From an optimization exercise on the open Yosys and OpenROAD flow, aimed at small area; shortcuts taken in it are not production practice. RTL that was checked went through simulation tests only; none was proved equivalent to the original. No activity file was given, so power comes from the tool's default toggle rates.

Design sm_top, start of the top module:
module sm_top (
    input  logic               clk,
    input  logic               rst,
    input  sm_isa_pkg::instr_t instruction,
    output sm_data_pkg::pc_t   pc,
    input  logic               shift_dir,
    input  sm_data_pkg::word_t tx_data,
    input  logic               tx_valid,
    output logic               tx_ready,
    output sm_data_pkg::word_t rx_data,
    output logic               rx_valid,
    input  logic               rx_ready
);
Size in the first run: about 1200 cells after synthesis, about 240 flip-flops, roughly 92 I/O pins, ~14000 um2 of cells after synthesis.
Settings: LEC_CHECK=0, CAP_MARGIN=20, CORE_MARGIN=2, CORE_UTILIZATION=40, PLACE_DENSITY=0.8, SLEW_MARGIN=20, SYNTH_HIERARCHICAL=1; clock period 5.0 ns.
standard.sh (not shown) runs the stock make flow with config.mk's settings and CLKGATE_MAP_FILE= SYNTH_SCRIPT=/design/flow/synth_recipe.tcl, a recipe that flattens the netlist after the stock synthesis.
==> flow/flow/run.sh <==
#!/bin/bash
# The standard layout, with two changes: the port buffers are the
# smallest buffer cell, and clock tree synthesis uses small clock buffers in
# small clusters and adds no dummy loads.
set -euo pipefail
export BUFFER_PORTS_ARGS="-buffer_cell sky130_fd_sc_hd__buf_1"
export CTS_ARGS="-sink_clustering_enable -repair_clock_nets -dont_use_dummy_load -buf_list {sky130_fd_sc_hd__clkbuf_4} -sink_clustering_size 10 -sink_clustering_max_diameter 40"
bash standard.sh > standard.log 2>&1
Rerun with:
--- a/flow/flow/run.sh
+++ b/flow/flow/run.sh
@@ -7 +7 @@
-export CTS_ARGS="-sink_clustering_enable -repair_clock_nets -dont_use_dummy_load -buf_list {sky130_fd_sc_hd__clkbuf_4} -sink_clustering_size 10 -sink_clustering_max_diameter 40"
+export CTS_ARGS="-sink_clustering_enable -repair_clock_nets -dont_use_dummy_load -buf_list {sky130_fd_sc_hd__clkbuf_4} -sink_clustering_size 8 -sink_clustering_max_diameter 40"
=>
- area after synthesis does not change
- total power rose by about 1.8%
- combinational power barely changes
- cell count rose by about 0.4%
- count of clock-buffer cells in the layout rose by 7
Rerun with:
PLACE_DENSITY = unset   (was 0.8)
- design area increases by 0.57%
- cell count increases by 0.80%
- first-iteration DRC count decreases by 9.0%
- via count decreases by 0.54%
- die area is unchanged
- flip-flop and latch count is unchanged
- power increases by 1.7%
- worst setup slack improves by 0.056 ns
- worst hold slack degrades by 0.018 ns

---

Another version of the RTL of sm_top (not shown whole).
Size: about 1200 cells after synthesis, roughly 14000 sq um of cells after synthesis.
Settings: LEC_CHECK=0, CAP_MARGIN=20, CORE_MARGIN=2, CORE_UTILIZATION=60, SLEW_MARGIN=20, SYNTH_HIERARCHICAL=1; clock period 5.0 ns.
==> flow/flow/run.sh <==
#!/bin/bash
# The standard layout, with two changes: the port buffers are the
# smallest buffer cell, and clock tree synthesis uses small clock buffers in
# small clusters and adds no dummy loads.
set -euo pipefail
export BUFFER_PORTS_ARGS="-buffer_cell sky130_fd_sc_hd__buf_1"
export CTS_ARGS="-sink_clustering_enable -repair_clock_nets -dont_use_dummy_load -buf_list {sky130_fd_sc_hd__clkbuf_4} -sink_clustering_size 8 -sink_clustering_max_diameter 40"
bash standard.sh > standard.log 2>&1
The starting point completed without violations.
Next try:
==> flow/flow/run.sh (replaced) <==
#!/bin/bash
# The standard layout, with these changes: ABC sizes the gates for a
# small load at module boundaries (the design is synthesized module by module),
# the port buffers are the smallest buffer cell, and clock tree synthesis uses
# small clock buffers in small clusters and adds no dummy loads.
set -euo pipefail
export BUFFER_PORTS_ARGS="-buffer_cell sky130_fd_sc_hd__buf_1"
export CTS_ARGS="-sink_clustering_enable -repair_clock_nets -dont_use_dummy_load -buf_list {sky130_fd_sc_hd__clkbuf_4} -sink_clustering_size 8 -sink_clustering_max_diameter 40"
bash standard.sh ABC_LOAD_IN_FF=0.01 finish > standard.log 2>&1
- CORE_UTILIZATION: 60 -> 50
=> Register-to-register slack gains 0.07 ns; area after synthesis goes down by 0.49%; via count falls by 1.6%; clock-buffer cell count does not change; power is lower by 1.3%; combinational power drops by about 5%; clock power is about the same.
Function was not checked in any run of this note: the RTL went through the layout flow alone.

---

job 2138:
sm_top, a different RTL version from the one above (not shown whole).
For scale: roughly 1200 cells after synthesis, roughly 240 flip-flops, roughly 14000 µm² of cells after synthesis.
clock: 5.0 ns
lec_check: 0
cap_margin: 20
core_margin: 2
core_utilization: 40
place_density: 0.8
slew_margin: 20
synth_hierarchical: 1
==> flow/flow/run.sh <==
#!/bin/bash
# The standard layout, with two changes: the port buffers are the
# smallest buffer cell, and clock tree synthesis uses small clock buffers in
# small clusters and adds no dummy loads.
set -euo pipefail
export BUFFER_PORTS_ARGS="-buffer_cell sky130_fd_sc_hd__buf_1"
export CTS_ARGS="-sink_clustering_enable -repair_clock_nets -dont_use_dummy_load -buf_list {sky130_fd_sc_hd__clkbuf_4} -sink_clustering_size 9 -sink_clustering_max_diameter 40"
bash standard.sh > standard.log 2>&1
Modified inputs, job 4020 compared to job 2138
- PLACE_DENSITY now 0.7, was 0.8
--- a/flow/flow/run.sh
+++ b/flow/flow/run.sh
@@ -6,3 +6,3 @@
 export BUFFER_PORTS_ARGS="-buffer_cell sky130_fd_sc_hd__buf_1"
-export CTS_ARGS="-sink_clustering_enable -repair_clock_nets -dont_use_dummy_load -buf_list {sky130_fd_sc_hd__clkbuf_4} -sink_clustering_size 9 -sink_clustering_max_diameter 40"
+export CTS_ARGS="-sink_clustering_enable -repair_clock_nets -dont_use_dummy_load -buf_list {sky130_fd_sc_hd__clkbuf_4} -sink_clustering_size 8 -sink_clustering_max_diameter 40"
 bash standard.sh > standard.log 2>&1
## What came out
Job 4020 against job 2138; switching power total is up slightly.
Between job 2138 and job 4020, max-slew headroom at the worst pin decreased.
The via count normalized by instance count in job 4020 was lower than what job 2138 gave.
Routed via count: job 4020 < job 2138
What job 8750 does differently from job 4020 at the input level:
- PLACE_DENSITY now 0.8, was 0.7
- CORE_UTILIZATION now 55, was 40
Results
- Job 8750 ran to completion and came out clean on the timing, design-rule and antenna checks.
- Job 8750 drops more vias than job 4020.
- Looking at measured slew at the worst slew-check pin, job 8750 sits 56 ps lower than job 4020 does.
- On final standard cell utilization of the core: between job 4020 and job 8750, it ends up lower for job 4020.
- Job 8750 gives less count of TritonRoute iterations in the first routing pass than job 4020 did.
- Aggregate global-route resource usage: job 4020 and job 8750 compared, higher one is job 8750
- In the final reports, the cell area of job 8750 is smaller than that of job 4020.
- Job 8750 vs job 4020: non-clock buffer count up by a few percent
- Between job 4020 and job 8750, the combinational group share of total power does not differ in any meaningful way.
> inputs changed (job 8750 -> job 2446)
- CORE_UTILIZATION: 55 -> 40
## What came out
- Taking job 8750 as the reference, in job 2446 number of placed instances, taps included up 117, number of vias in the routed layout saw a decrease, proportion of power drawn by flip-flops and latches -0.2 points.
- Summary of the comparison: global routing met1 resource utilization is lower in job 2446, relative to job 8750.
- Changes observed in job 2446 relative to job 8750: share of layout cells above drive strength 1 went down 0.51 points; final routed wire length divided by cell count went down 6.1%; first-pass iteration count of the detailed router went up 3; vertical extent of the die went up about 17%.

---

## job 101
Another version of the RTL of sm_top (not shown whole).
For scale: ~1200 cells after synthesis, roughly 92 I/O pins.
export LEC_CHECK = 0
export CAP_MARGIN = 20
export CORE_MARGIN = 2
export CORE_UTILIZATION = 50
export SLEW_MARGIN = 20
export SYNTH_HIERARCHICAL = 1
create_clock -name core_clock -period 5.0 [get_ports {clk}]
==> flow/flow/run.sh <==
#!/bin/bash
# The standard layout, with these changes: the port buffers are the
# smallest buffer cell; clock tree synthesis uses small clock buffers and adds
# no dummy loads; after global routing, gates off the critical paths are
# downsized (ORFS power recovery).
set -euo pipefail
export BUFFER_PORTS_ARGS="-buffer_cell sky130_fd_sc_hd__buf_1"
export CTS_ARGS="-sink_clustering_enable -repair_clock_nets -dont_use_dummy_load -buf_list {sky130_fd_sc_hd__clkbuf_4 sky130_fd_sc_hd__clkbuf_8}"
export RECOVER_POWER=100
bash standard.sh > standard.log 2>&1
Nothing crashed in job 101 and all stages finished; the problem is that the final layout failed, the offending checks being max-capacitance violations, max-slew violations.
Inputs modified between job 101 and job 102:
==> flow/flow/run.sh <==
#!/bin/bash
# The standard layout, with two changes: the port buffers are the
# smallest buffer cell, and clock tree synthesis uses small clock buffers in
# small clusters and adds no dummy loads.
set -euo pipefail
export BUFFER_PORTS_ARGS="-buffer_cell sky130_fd_sc_hd__buf_1"
export CTS_ARGS="-sink_clustering_enable -repair_clock_nets -dont_use_dummy_load -buf_list {sky130_fd_sc_hd__clkbuf_4} -sink_clustering_size 8 -sink_clustering_max_diameter 40"
bash standard.sh > standard.log 2>&1
Results
Job 102 finished end to end and its layout was clean on timing, DRC and antenna.
Compared with job 101, job 102 shows a utilization that is 0.22 points lower.
Going from job 101 to job 102, the final critical path time including I/O delays and setup was found to have gone down by 0.15 ns.
Going from job 101 to job 102, met2 wirelength from detailed routing saw little to no change; combined area of the multi-input logic cells up 2.6%.
Job 102 against job 101; routed via count is down slightly.
From job 101 to job 102 the numbers moved as follows: synthesized area level; clock-buffer cell count moved down.
On global-route wire length before repair, job 102 and job 101 are neck and neck.

---

Another version of the RTL of sm_top (not shown whole).
Size: about 240 flip-flops, about 92 I/O pins.
Settings: LEC_CHECK=0, CAP_MARGIN=20, CORE_MARGIN=2, CORE_UTILIZATION=40, SLEW_MARGIN=20, SYNTH_HIERARCHICAL=1; clock period 5.0 ns.
==> flow/flow/run.sh <==
#!/bin/bash
# The standard layout, with two changes: the port buffers are the
# smallest buffer cell, and clock tree synthesis uses small clock buffers in
# small clusters and adds no dummy loads.
set -euo pipefail
export BUFFER_PORTS_ARGS="-buffer_cell sky130_fd_sc_hd__buf_1"
export CTS_ARGS="-sink_clustering_enable -repair_clock_nets -dont_use_dummy_load -buf_list {sky130_fd_sc_hd__clkbuf_4} -sink_clustering_size 8 -sink_clustering_max_diameter 40"
bash standard.sh > standard.log 2>&1
Then changed:
--- a/flow/config.mk
+++ b/flow/config.mk
@@ -9,4 +9,5 @@
 export CORE_MARGIN = 2
 export CORE_UTILIZATION = 40
+export PLACE_DENSITY = 0.8
 export SLEW_MARGIN = 20
 export SYNTH_HIERARCHICAL = 1
=> The changed run completed without violations; register-to-register slack gets worse by 0.17 ns; clock-buffer cell count fell by 5; sequential power is about the same; clock power drops by about 7%; routed wire length goes down by 6.3%; via count climbs by 0.32%; global-route usage went down by 1.5 points.

## port drivers added, routing unchanged
The results above use ideal ports. As a check the final layouts listed here were re-extracted and re-timed, cells and wires unchanged.
Step 1 sets driving cells, clkbuf_16 on the clock port and buf_2 on the other inputs (assumed; they add their load-dependent delay and slew).
Step 2 moves the port delays by t, midway between the first and last clock arrival at a register: inputs arrive t later, outputs are due t later. That takes back most of the time a late clock gives input paths.
a / b / c = ideal ports / drivers / drivers and shift; a / b = the first two.
run	t, ns	setup slack, ns	hold WS [ns]	worst data-port slew with drivers (ns)	pins driven straight from the clock port
the first run of note 1	0.721	0.582 / 0.600 / -0.121	0.379 / 0.359 / 0.454	0.05	1
the second run of note 1	0.658	0.522 / 0.545 / -0.113	0.468 / 0.444 / 0.471	0.05	1
the third run of note 1	0.711	0.578 / 0.606 / -0.105	0.451 / 0.451 / 0.451	0.05	1
the first run of note 2	0.674	0.693 / 0.710 / 0.036	0.434 / 0.434 / 0.434	0.04	1
the second run of note 2	0.683	0.472 / 0.492 / -0.192	0.446 / 0.446 / 0.446	0.04	1
job 2138	0.671	0.893 / 0.907 / 0.236	0.399 / 0.374 / 0.453	0.06	1
job 4020	0.667	0.886 / 0.891 / 0.223	0.362 / 0.346 / 0.458	0.06	1
job 8750	0.660	0.851 / 0.866 / 0.205	0.380 / 0.360 / 0.426	0.04	1
job 2446	0.650	0.884 / 0.905 / 0.255	0.423 / 0.397 / 0.467	0.06	1
job 101	0.584	0.441 / 0.458 / -0.126	0.451 / 0.451 / 0.451	0.04	1
job 102	0.684	0.594 / 0.613 / -0.071	0.444 / 0.444 / 0.444	0.04	1
the first run of note 5	0.684	0.793 / 0.809 / 0.125	0.449 / 0.423 / 0.454	0.05	1
the second run of note 5	0.653	0.610 / 0.635 / -0.018	0.468 / 0.451 / 0.468	0.08	1
For the first run of note 1, which loses most, drivers alone change the setup slack by +0.018 ns; drivers and shift together by -0.703 ns.
